From an optimization exercise on the open Yosys and OpenROAD flow, aimed at small area, a short achievable clock period and few clock cycles per item; shortcuts taken in it are not production practice.
The RTL was checked by simulation tests, not by an equivalence proof against the original design.
Power figures rest on the tool's default switching activity, not on a simulated workload.

==> job 4904 <==
==> flow/design.v <==
module act_lut_pipe #(
  parameter int ADDR_W = 8,
  parameter int DATA_W = 16,
  parameter int FRAC_W = 12
) (
  input  logic              clk,
  input  logic              rst_n,
  input  logic              load_start_i,
  input  logic              load_valid_i,
  input  logic [DATA_W-1:0] load_data_i,
  output logic              load_done_o,
  input  logic              in_valid_i,
  output logic              in_ready_o,
  input  logic [ADDR_W-1:0] in_addr_i,
  output logic              out_valid_o,
  input  logic              out_ready_i,
  output logic [DATA_W-1:0] out_data_o
);
  localparam int TD    = 1 << ADDR_W;     
  localparam int SP_W  = 3;
  localparam int SP    = 1 << SP_W;       
  localparam int NINS  = TD / SP;         
  localparam int LO_W  = 6;               
  localparam int NLO   = 1 << LO_W;
  localparam int NHI   = TD / NLO;        
  localparam int NBUF  = 4;               
  localparam int NF    = NBUF - 1;
  if (FRAC_W >= DATA_W) begin : g_bad_frac
    $error("act_lut_pipe: FRAC_W must be smaller than DATA_W");
  end
  typedef enum logic [1:0] {S_EMPTY, S_LOAD, S_RUN, S_DRAIN} state_t;
  state_t             state_q;
  logic [ADDR_W-1:0]  wptr_q;
  logic               load_done_q;
  logic [ADDR_W-1:0]  rot_q;              
  logic [ADDR_W-1:0]  ins_q;              
  logic [2:0]         cnt_q;              
  logic               rdy_q;
  logic               wr_en, restart, accept, take;
  logic [2:0]         cnt_d;
  state_t             state_d;
  logic [DATA_W-1:0]  dl_q [SP];
  logic [SP-1:0]      dlv_q, dlv_d;
  logic               ins_now;
  logic [DATA_W-1:0]  ins_data;
  logic [ADDR_W-1:0]  ins_d;
  assign wr_en   = (state_q == S_LOAD) & load_valid_i & ~load_start_i;
  assign restart = ((state_q == S_EMPTY) | (state_q == S_LOAD)) & load_start_i
                 | (state_q == S_DRAIN) & (cnt_q == '0);
  assign accept  = in_valid_i & rdy_q;
  assign take    = out_valid_o & out_ready_i;
  assign cnt_d   = cnt_q + {2'b0, accept} - {2'b0, take};
  always_comb begin
    state_d = state_q;
    case (state_q)
      S_EMPTY: if (load_start_i) state_d = S_LOAD;
      S_LOAD:  if (wr_en && (&wptr_q)) state_d = S_RUN;
      S_RUN:   if (load_start_i) state_d = S_DRAIN;
      S_DRAIN: if (cnt_q == '0) state_d = S_LOAD;
      default: state_d = S_EMPTY;
    endcase
  end
  logic [SP-1:0]   old_q, old_d;
  logic [NINS-1:0] isel_q, isel_d;
  logic            ins_now_q, ins_now_d;
  logic [ADDR_W-1:0] insm_q, insm_d;      
  assign ins_now = ins_now_q;
  always_comb begin
    ins_data = '0;
    for (int m = 0; m < SP; m++)
      ins_data = ins_data | ({DATA_W{old_q[m]}} & dl_q[m]);
  end
  always_comb begin
    dlv_d = '0;
    if (!restart) begin
      dlv_d[0] = wr_en;
      for (int m = 1; m < SP; m++)
        dlv_d[m] = dlv_q[m-1] & ~(ins_now & old_q[m-1]);
    end
  end
  assign ins_d  = restart ? ADDR_W'(1) : (ins_now ? ins_q : insm_q);
  assign insm_d = restart ? ADDR_W'(0) : (ins_now ? insm_q : insm_q - 1'b1);
  always_comb begin
    old_d = '0;
    for (int m = SP - 1; m >= 0; m--)
      if (dlv_d[m] && old_d == '0) old_d[m] = 1'b1;
  end
  assign ins_now_d = (|dlv_d) & (ins_d[SP_W-1:0] == '0);
  always_comb
    for (int k = 0; k < NINS; k++)
      isel_d[k] = ins_now_d & (ins_d[ADDR_W-1:SP_W] == k);
  logic pend_d;
  assign pend_d = (|dlv_d[SP-1:1]) | (dlv_d[0] & ~ins_now_d);
  always_ff @(posedge clk or negedge rst_n) begin
    if (!rst_n) begin
      state_q     <= S_EMPTY;
      wptr_q      <= '0;
      load_done_q <= 1'b0;
      rot_q       <= '0;
      ins_q       <= '0;
      cnt_q       <= '0;
      rdy_q       <= 1'b0;
      dlv_q       <= '0;
      isel_q      <= '0;
      ins_now_q   <= 1'b0;
      insm_q      <= '0;
    end else begin
      state_q     <= state_d;
      load_done_q <= (state_q == S_LOAD) & wr_en & (&wptr_q);
      if (restart)    wptr_q <= '0;
      else if (wr_en) wptr_q <= wptr_q + 1'b1;
      rot_q       <= restart ? ADDR_W'(1) : rot_q - 1'b1;
      ins_q       <= ins_d;
      cnt_q       <= cnt_d;
      rdy_q       <= (state_d == S_RUN) & ~pend_d & (cnt_d < 3'(NBUF));
      dlv_q       <= dlv_d;
      isel_q      <= isel_d;
      ins_now_q   <= ins_now_d;
      insm_q      <= insm_d;
    end
  end
  always_ff @(posedge clk) begin
    old_q   <= old_d;
    dl_q[0] <= load_data_i;
    for (int m = 1; m < SP; m++) dl_q[m] <= dl_q[m-1];
  end
  logic [TD-1:0][DATA_W-1:0] ring_q;
  logic [TD-1:0][DATA_W-1:0] ring_d;
  always_comb begin
    ring_d = {ring_q[0], ring_q[TD-1:1]};
    for (int k = 0; k < NINS; k++)
      if (isel_q[k]) ring_d[k*SP] = ins_data;
  end
  always_ff @(posedge clk) ring_q <= ring_d;
  logic              v1_q, v2_q;
  logic [ADDR_W-1:0] pos;
  logic [NLO-1:0]    oh1_q;
  logic [1:0]        hi1_q, hi2_q;
  logic [DATA_W-1:0] m2_q [NHI];
  logic [DATA_W-1:0] m2_d [NHI];
  logic [DATA_W-1:0] res;
  assign pos = in_addr_i + rot_q;
  always_ff @(posedge clk or negedge rst_n) begin
    if (!rst_n) begin
      v1_q <= 1'b0;
      v2_q <= 1'b0;
    end else begin
      v1_q <= accept;
      v2_q <= v1_q;
    end
  end
  always_ff @(posedge clk) begin
    for (int k = 0; k < NLO; k++) oh1_q[k] <= (pos[LO_W-1:0] == k);
    hi1_q <= pos[ADDR_W-1:LO_W];
    hi2_q <= hi1_q;
    for (int j = 0; j < NHI; j++) m2_q[j] <= m2_d[j];
  end
  always_comb begin
    for (int j = 0; j < NHI; j++) begin
      m2_d[j] = '0;
      for (int k = 0; k < NLO; k++)
        m2_d[j] = m2_d[j] | ({DATA_W{oh1_q[k]}} & ring_q[j*NLO + k]);
    end
  end
  assign res = m2_q[hi2_q];
  logic              out_valid_q;
  logic [DATA_W-1:0] out_q;
  logic [DATA_W-1:0] fifo_q [NF];
  logic [1:0]        frd_q, fwr_q;
  logic [2:0]        fn_q;
  logic              out_free, pop, push;
  assign out_free = ~out_valid_q | out_ready_i;
  assign pop      = out_free & (fn_q != '0);
  assign push     = v2_q & ~(out_free & (fn_q == '0));
  always_ff @(posedge clk or negedge rst_n) begin
    if (!rst_n) begin
      out_valid_q <= 1'b0;
      frd_q       <= '0;
      fwr_q       <= '0;
      fn_q        <= '0;
    end else begin
      if (out_free) out_valid_q <= (fn_q != '0) | v2_q;
      if (pop)  frd_q <= (frd_q == 2'(NF - 1)) ? '0 : frd_q + 1'b1;
      if (push) fwr_q <= (fwr_q == 2'(NF - 1)) ? '0 : fwr_q + 1'b1;
      fn_q <= fn_q + {2'b0, push} - {2'b0, pop};
    end
  end
  always_ff @(posedge clk) begin
    if (out_free) out_q <= (fn_q != '0) ? fifo_q[frd_q] : res;
    if (push) fifo_q[fwr_q] <= res;
  end
  assign load_done_o = load_done_q;
  assign in_ready_o  = rdy_q;
  assign out_valid_o = out_valid_q;
  assign out_data_o  = out_q;
endmodule
==> flow/run.sh <==
#!/bin/bash
# synth_recipe.tcl (not shown) runs the flow's synth.tcl, then flattens the netlist and writes it again
# the make line also repeats each setting of config.mk as NAME=value (left out here)
make -C /OpenROAD-flow-scripts/flow DESIGN_CONFIG=/design/flow/config.mk WORK_HOME=/design/flow/orfs CLKGATE_MAP_FILE= SYNTH_SCRIPT=/design/flow/synth_recipe.tcl finish
==> flow/config.mk <==
export PLATFORM = sky130hd
export DESIGN_NAME = act_lut_pipe
export DESIGN_NICKNAME = act_lut_pipe
export VERILOG_FILES = /design/flow/design.v
export SDC_FILE = /design/flow/constraint.sdc
export NUM_CORES = 4
export LEC_CHECK = 0
export CAP_MARGIN = 20
export CORE_MARGIN = 2
export CORE_UTILIZATION = 45
export CTS_CLUSTER_DIAMETER = 80
export CTS_CLUSTER_SIZE = 20
export SETUP_SLACK_MARGIN = 2.6
export SLEW_MARGIN = 20
export SYNTH_MEMORY_MAX_BITS = 8192
==> flow/constraint.sdc <==
create_clock -name core_clock -period 5.0 [get_ports {clk}]
set_input_delay 1.0000 -clock core_clock [delete_from_list [all_inputs] [get_ports {clk}]]
set_output_delay 1.0000 -clock core_clock [all_outputs]
set_load 0.01 [all_outputs]
==> inputs of job 2175, as changes to job 4904 <==
--- a/flow/design.v
+++ b/flow/design.v
@@ -25,5 +25,4 @@
   localparam int NHI   = TD / NLO;        
   localparam int NBUF  = 4;               
-  localparam int NF    = NBUF - 1;
   if (FRAC_W >= DATA_W) begin : g_bad_frac
     $error("act_lut_pipe: FRAC_W must be smaller than DATA_W");
@@ -135,5 +134,5 @@
   logic              v1_q, v2_q;
   logic [ADDR_W-1:0] pos;
-  logic [NLO-1:0]    oh1_q;
+  logic [NLO-1:0]    oh1_q [2];           
   logic [1:0]        hi1_q, hi2_q;
   logic [DATA_W-1:0] m2_q [NHI];
@@ -151,5 +150,7 @@
   end
   always_ff @(posedge clk) begin
-    for (int k = 0; k < NLO; k++) oh1_q[k] <= (pos[LO_W-1:0] == k);
+    for (int h = 0; h < 2; h++)
+      for (int k = 0; k < NLO; k++)
+        oh1_q[h][k] <= (pos[LO_W-1:0] == k) && (pos[ADDR_W-1] == h);
     hi1_q <= pos[ADDR_W-1:LO_W];
     hi2_q <= hi1_q;
@@ -160,5 +161,5 @@
       m2_d[j] = '0;
       for (int k = 0; k < NLO; k++)
-        m2_d[j] = m2_d[j] | ({DATA_W{oh1_q[k]}} & ring_q[j*NLO + k]);
+        m2_d[j] = m2_d[j] | ({DATA_W{oh1_q[j/2][k]}} & ring_q[j*NLO + k]);
     end
   end
@@ -166,11 +167,9 @@
   logic              out_valid_q;
   logic [DATA_W-1:0] out_q;
-  logic [DATA_W-1:0] fifo_q [NF];
-  logic [1:0]        frd_q, fwr_q;
-  logic [2:0]        fn_q;
-  logic              out_free, pop, push;
-  assign out_free = ~out_valid_q | out_ready_i;
-  assign pop      = out_free & (fn_q != '0);
-  assign push     = v2_q & ~(out_free & (fn_q == '0));
+  logic [DATA_W-1:0] fifo_q [NBUF];
+  logic [1:0]        frd_q, fwr_q, frd_d;
+  logic [2:0]        fn_q, fn_left;
+  assign frd_d   = frd_q + {1'b0, take};
+  assign fn_left = fn_q - {2'b0, take};
   always_ff @(posedge clk or negedge rst_n) begin
     if (!rst_n) begin
@@ -180,13 +179,13 @@
       fn_q        <= '0;
     end else begin
-      if (out_free) out_valid_q <= (fn_q != '0) | v2_q;
-      if (pop)  frd_q <= (frd_q == 2'(NF - 1)) ? '0 : frd_q + 1'b1;
-      if (push) fwr_q <= (fwr_q == 2'(NF - 1)) ? '0 : fwr_q + 1'b1;
-      fn_q <= fn_q + {2'b0, push} - {2'b0, pop};
+      out_valid_q <= (fn_left != '0) | v2_q;
+      frd_q       <= frd_d;
+      fwr_q       <= fwr_q + {1'b0, v2_q};
+      fn_q        <= fn_left + {2'b0, v2_q};
     end
   end
   always_ff @(posedge clk) begin
-    if (out_free) out_q <= (fn_q != '0) ? fifo_q[frd_q] : res;
-    if (push) fifo_q[fwr_q] <= res;
+    out_q <= (fn_left == '0) ? res : fifo_q[frd_d];
+    if (v2_q) fifo_q[fwr_q] <= res;
   end
   assign load_done_o = load_done_q;
--- a/flow/config.mk
+++ b/flow/config.mk
@@ -9,7 +9,7 @@
 export CORE_MARGIN = 2
 export CORE_UTILIZATION = 45
-export CTS_CLUSTER_DIAMETER = 80
-export CTS_CLUSTER_SIZE = 20
-export SETUP_SLACK_MARGIN = 2.6
+export CTS_CLUSTER_DIAMETER = 90
+export CTS_CLUSTER_SIZE = 25
+export SETUP_SLACK_MARGIN = 2.7
 export SLEW_MARGIN = 20
 export SYNTH_MEMORY_MAX_BITS = 8192
==> inputs of job 4056, as changes to job 4904 <==
==> flow/design.v, changed modules only <==
module act_lut_pipe #(
  parameter int ADDR_W = 8,
  parameter int DATA_W = 16,
  parameter int FRAC_W = 12
) (
  input  logic              clk,
  input  logic              rst_n,
  input  logic              load_start_i,
  input  logic              load_valid_i,
  input  logic [DATA_W-1:0] load_data_i,
  output logic              load_done_o,
  input  logic              in_valid_i,
  output logic              in_ready_o,
  input  logic [ADDR_W-1:0] in_addr_i,
  output logic              out_valid_o,
  input  logic              out_ready_i,
  output logic [DATA_W-1:0] out_data_o
);
  localparam int TD    = 1 << ADDR_W;     
  localparam int SP_W  = 3;
  localparam int SP    = 1 << SP_W;       
  localparam int NINS  = TD / SP;         
  localparam int LO_W  = 6;               
  localparam int NLO   = 1 << LO_W;
  localparam int NHI   = TD / NLO;        
  localparam int NBUF  = 5;               
  localparam int NF    = NBUF - 1;
  if (FRAC_W >= DATA_W) begin : g_bad_frac
    $error("act_lut_pipe: FRAC_W must be smaller than DATA_W");
  end
  typedef enum logic [1:0] {S_EMPTY, S_LOAD, S_RUN, S_DRAIN} state_t;
  state_t             state_q;
  logic [ADDR_W-1:0]  wptr_q;
  logic               load_done_q;
  logic [ADDR_W-1:0]  rot_q;              
  logic [ADDR_W-1:0]  ins_q;              
  logic [2:0]         cnt_q;              
  logic               rdy_q;
  logic               wr_en, restart, accept, take;
  logic [2:0]         cnt_d;
  state_t             state_d;
  logic [DATA_W-1:0]  dl_q [SP];
  logic [SP-1:0]      dlv_q, dlv_d, oldest;
  logic               ins_now;
  logic [DATA_W-1:0]  ins_data;
  logic [ADDR_W-1:0]  ins_d;
  assign wr_en   = (state_q == S_LOAD) & load_valid_i & ~load_start_i;
  assign restart = ((state_q == S_EMPTY) | (state_q == S_LOAD)) & load_start_i
                 | (state_q == S_DRAIN) & (cnt_q == '0);
  assign accept  = in_valid_i & rdy_q;
  assign take    = out_valid_o & out_ready_i;
  assign cnt_d   = cnt_q + {2'b0, accept} - {2'b0, take};
  always_comb begin
    state_d = state_q;
    case (state_q)
      S_EMPTY: if (load_start_i) state_d = S_LOAD;
      S_LOAD:  if (wr_en && (&wptr_q)) state_d = S_RUN;
      S_RUN:   if (load_start_i) state_d = S_DRAIN;
      S_DRAIN: if (cnt_q == '0) state_d = S_LOAD;
      default: state_d = S_EMPTY;
    endcase
  end
  always_comb begin
    oldest = '0;
    for (int m = SP - 1; m >= 0; m--)
      if (dlv_q[m] && oldest == '0) oldest[m] = 1'b1;
  end
  assign ins_now = (|dlv_q) & (ins_q[SP_W-1:0] == '0);
  always_comb begin
    ins_data = '0;
    for (int m = 0; m < SP; m++)
      ins_data = ins_data | ({DATA_W{oldest[m]}} & dl_q[m]);
  end
  always_comb begin
    dlv_d = '0;
    if (!restart) begin
      dlv_d[0] = wr_en;
      for (int m = 1; m < SP; m++)
        dlv_d[m] = dlv_q[m-1] & ~(ins_now & oldest[m-1]);
    end
  end
  assign ins_d = restart ? ADDR_W'(1) : (ins_now ? ins_q : ins_q - 1'b1);
  logic pend_d;
  assign pend_d = (|dlv_d[SP-1:1]) | (dlv_d[0] & (ins_d[SP_W-1:0] != '0));
  always_ff @(posedge clk or negedge rst_n) begin
    if (!rst_n) begin
      state_q     <= S_EMPTY;
      wptr_q      <= '0;
      load_done_q <= 1'b0;
      rot_q       <= '0;
      ins_q       <= '0;
      cnt_q       <= '0;
      rdy_q       <= 1'b0;
      dlv_q       <= '0;
    end else begin
      state_q     <= state_d;
      load_done_q <= (state_q == S_LOAD) & wr_en & (&wptr_q);
      if (restart)    wptr_q <= '0;
      else if (wr_en) wptr_q <= wptr_q + 1'b1;
      rot_q       <= restart ? ADDR_W'(1) : rot_q - 1'b1;
      ins_q       <= ins_d;
      cnt_q       <= cnt_d;
      rdy_q       <= (state_d == S_RUN) & ~pend_d & (cnt_d < 3'(NBUF));
      dlv_q       <= dlv_d;
    end
  end
  always_ff @(posedge clk) begin
    dl_q[0] <= load_data_i;
    for (int m = 1; m < SP; m++) dl_q[m] <= dl_q[m-1];
  end
  logic [TD-1:0][DATA_W-1:0] ring_q;
  logic [TD-1:0][DATA_W-1:0] ring_d;
  always_comb begin
    ring_d = {ring_q[0], ring_q[TD-1:1]};
    for (int k = 0; k < NINS; k++)
      if (ins_now && ins_q[ADDR_W-1:SP_W] == k) ring_d[k*SP] = ins_data;
  end
  always_ff @(posedge clk) ring_q <= ring_d;
  logic              v1_q, v2_q, v3_q;
  logic [ADDR_W-1:0] a1_q, pos;
  logic [NLO-1:0]    oh2_q;
  logic [1:0]        hi2_q, hi3_q;
  logic [DATA_W-1:0] m3_q [NHI];
  logic [DATA_W-1:0] m3_d [NHI];
  logic [DATA_W-1:0] res;
  assign pos = a1_q + rot_q;
  always_ff @(posedge clk or negedge rst_n) begin
    if (!rst_n) begin
      v1_q <= 1'b0;
      v2_q <= 1'b0;
      v3_q <= 1'b0;
    end else begin
      v1_q <= accept;
      v2_q <= v1_q;
      v3_q <= v2_q;
    end
  end
  always_ff @(posedge clk) begin
    a1_q  <= in_addr_i;
    for (int k = 0; k < NLO; k++) oh2_q[k] <= (pos[LO_W-1:0] == k);
    hi2_q <= pos[ADDR_W-1:LO_W];
    hi3_q <= hi2_q;
    for (int j = 0; j < NHI; j++) m3_q[j] <= m3_d[j];
  end
  always_comb begin
    for (int j = 0; j < NHI; j++) begin
      m3_d[j] = '0;
      for (int k = 0; k < NLO; k++)
        m3_d[j] = m3_d[j] | ({DATA_W{oh2_q[k]}} & ring_q[j*NLO + k]);
    end
  end
  assign res = m3_q[hi3_q];
  logic              out_valid_q;
  logic [DATA_W-1:0] out_q;
  logic [DATA_W-1:0] fifo_q [NF];
  logic [1:0]        frd_q, fwr_q;
  logic [2:0]        fn_q;
  logic              out_free, pop, push;
  assign out_free = ~out_valid_q | out_ready_i;
  assign pop      = out_free & (fn_q != '0);
  assign push     = v3_q & ~(out_free & (fn_q == '0));
  always_ff @(posedge clk or negedge rst_n) begin
    if (!rst_n) begin
      out_valid_q <= 1'b0;
      frd_q       <= '0;
      fwr_q       <= '0;
      fn_q        <= '0;
    end else begin
      if (out_free) out_valid_q <= (fn_q != '0) | v3_q;
      if (pop)  frd_q <= frd_q + 1'b1;
      if (push) fwr_q <= fwr_q + 1'b1;
      fn_q <= fn_q + {2'b0, push} - {2'b0, pop};
    end
  end
  always_ff @(posedge clk) begin
    if (out_free) out_q <= (fn_q != '0) ? fifo_q[frd_q] : res;
    if (push) fifo_q[fwr_q] <= res;
  end
  assign load_done_o = load_done_q;
  assign in_ready_o  = rdy_q;
  assign out_valid_o = out_valid_q;
  assign out_data_o  = out_q;
endmodule
--- a/flow/config.mk
+++ b/flow/config.mk
@@ -8,8 +8,8 @@
 export CAP_MARGIN = 20
 export CORE_MARGIN = 2
-export CORE_UTILIZATION = 45
-export CTS_CLUSTER_DIAMETER = 80
-export CTS_CLUSTER_SIZE = 20
-export SETUP_SLACK_MARGIN = 2.6
+export CORE_UTILIZATION = 55
+export CTS_CLUSTER_DIAMETER = 100
+export CTS_CLUSTER_SIZE = 30
+export SETUP_SLACK_MARGIN = 2.8
 export SLEW_MARGIN = 20
 export SYNTH_MEMORY_MAX_BITS = 8192
==> run notes <==
- The power consumed by sequential cells is a little over 0.04 W.
- The first global-routing pass estimated 680400 µm of wire.
- The run finished with no timing, DRC or antenna violations.
- The launch point of the worst reg-to-reg path is oh1_q[5]$_DFF_P_.
- Entering global routing, the biggest net connects 64 pins.
- Derived from the worst setup path, the maximum achievable clock frequency is a little under 400 MHz.
- The finished layout holds 12740 standard cells, fillers aside.
- The part of the total power dissipated in combinational logic is 0.063.
# the run above: job 4904

==> run notes <==
- The number of gates resized after CTS was between 300 and 400.
- The first-pass GRT wire length is approximately 670000 µm.
- The part of the total power dissipated in combinational logic is 0.069.
- The launch point of the worst reg-to-reg path is rot_q[0]$_DFF_PN0_.
- The power consumed by sequential cells is about 0.042 W.
- The library cell with the highest instance count after synthesis is dfxtp_1.
- The global routing met1 resource utilization is 0.4433.
- The run finished with no timing, DRC or antenna violations.
- Buffers added to address setup during post-CTS repair amount to 32.
- The maximum frequency from static timing analysis is approximately 400 MHz.
- The congestion estimate from routability-driven global placement came to approximately 0.9.
# the run above: job 2175

==> run notes <==
- The share of total power dissipated in combinational logic is 0.128.
- Entering global routing, the biggest net connects 65 pins.
- The maximum frequency from static timing analysis is roughly 380 MHz.
- The run finished with no timing, DRC or antenna violations.
- The switching power share of the total is 0.2889.
- Summed over all sequential cells, the power is approximately 0.042 W.
- The first-pass GRT wire length is 783900 µm.
- The final cell count without fillers is 12550.
# the run above: job 4056

Testbench counts of job 4904, summed over its fixed seeds: cycles 18,464, items 16,384.
Testbench counts of job 2175, summed over its fixed seeds: cycles 18,464, items 16,384.
Testbench counts of job 4056, summed over its fixed seeds: cycles 18,472, items 16,384.

-- port drivers added, routing unchanged --
Ports are ideal in the flow. The routed layouts listed here were re-timed in OpenROAD. Step 1, drivers: a clkbuf_16 drives clk and a buf_2 each remaining input, both assumed. Step 2 times the ports against the registers' clock, not the clock port: input delays grow and output delays shrink by t, the midpoint of the rising clock arrivals with the driver on. Slacks: ideal ports / drivers / drivers and shift; pairs: ideal ports / drivers.
run | shift t [ns] | setup WS [ns] | hold slack, ns | clock arrival spread, ns
job 4904 | 1.059 | 2.462 / 2.377 / 1.670 | 0.078 / 0.021 / 0.325 | 0.069 / 0.069
job 2175 | 1.016 | 2.516 / 2.417 / 1.698 | 0.031 / -0.027 / 0.299 | 0.089 / 0.089
job 4056 | 1.014 | 2.355 / 2.355 / 1.759 | 0.229 / 0.149 / 0.328 | 0.054 / 0.053
After both steps every run listed still meets setup and hold. For job 2175, which loses most, drivers alone change the setup slack by -0.099 ns; drivers and shift together by -0.818 ns.
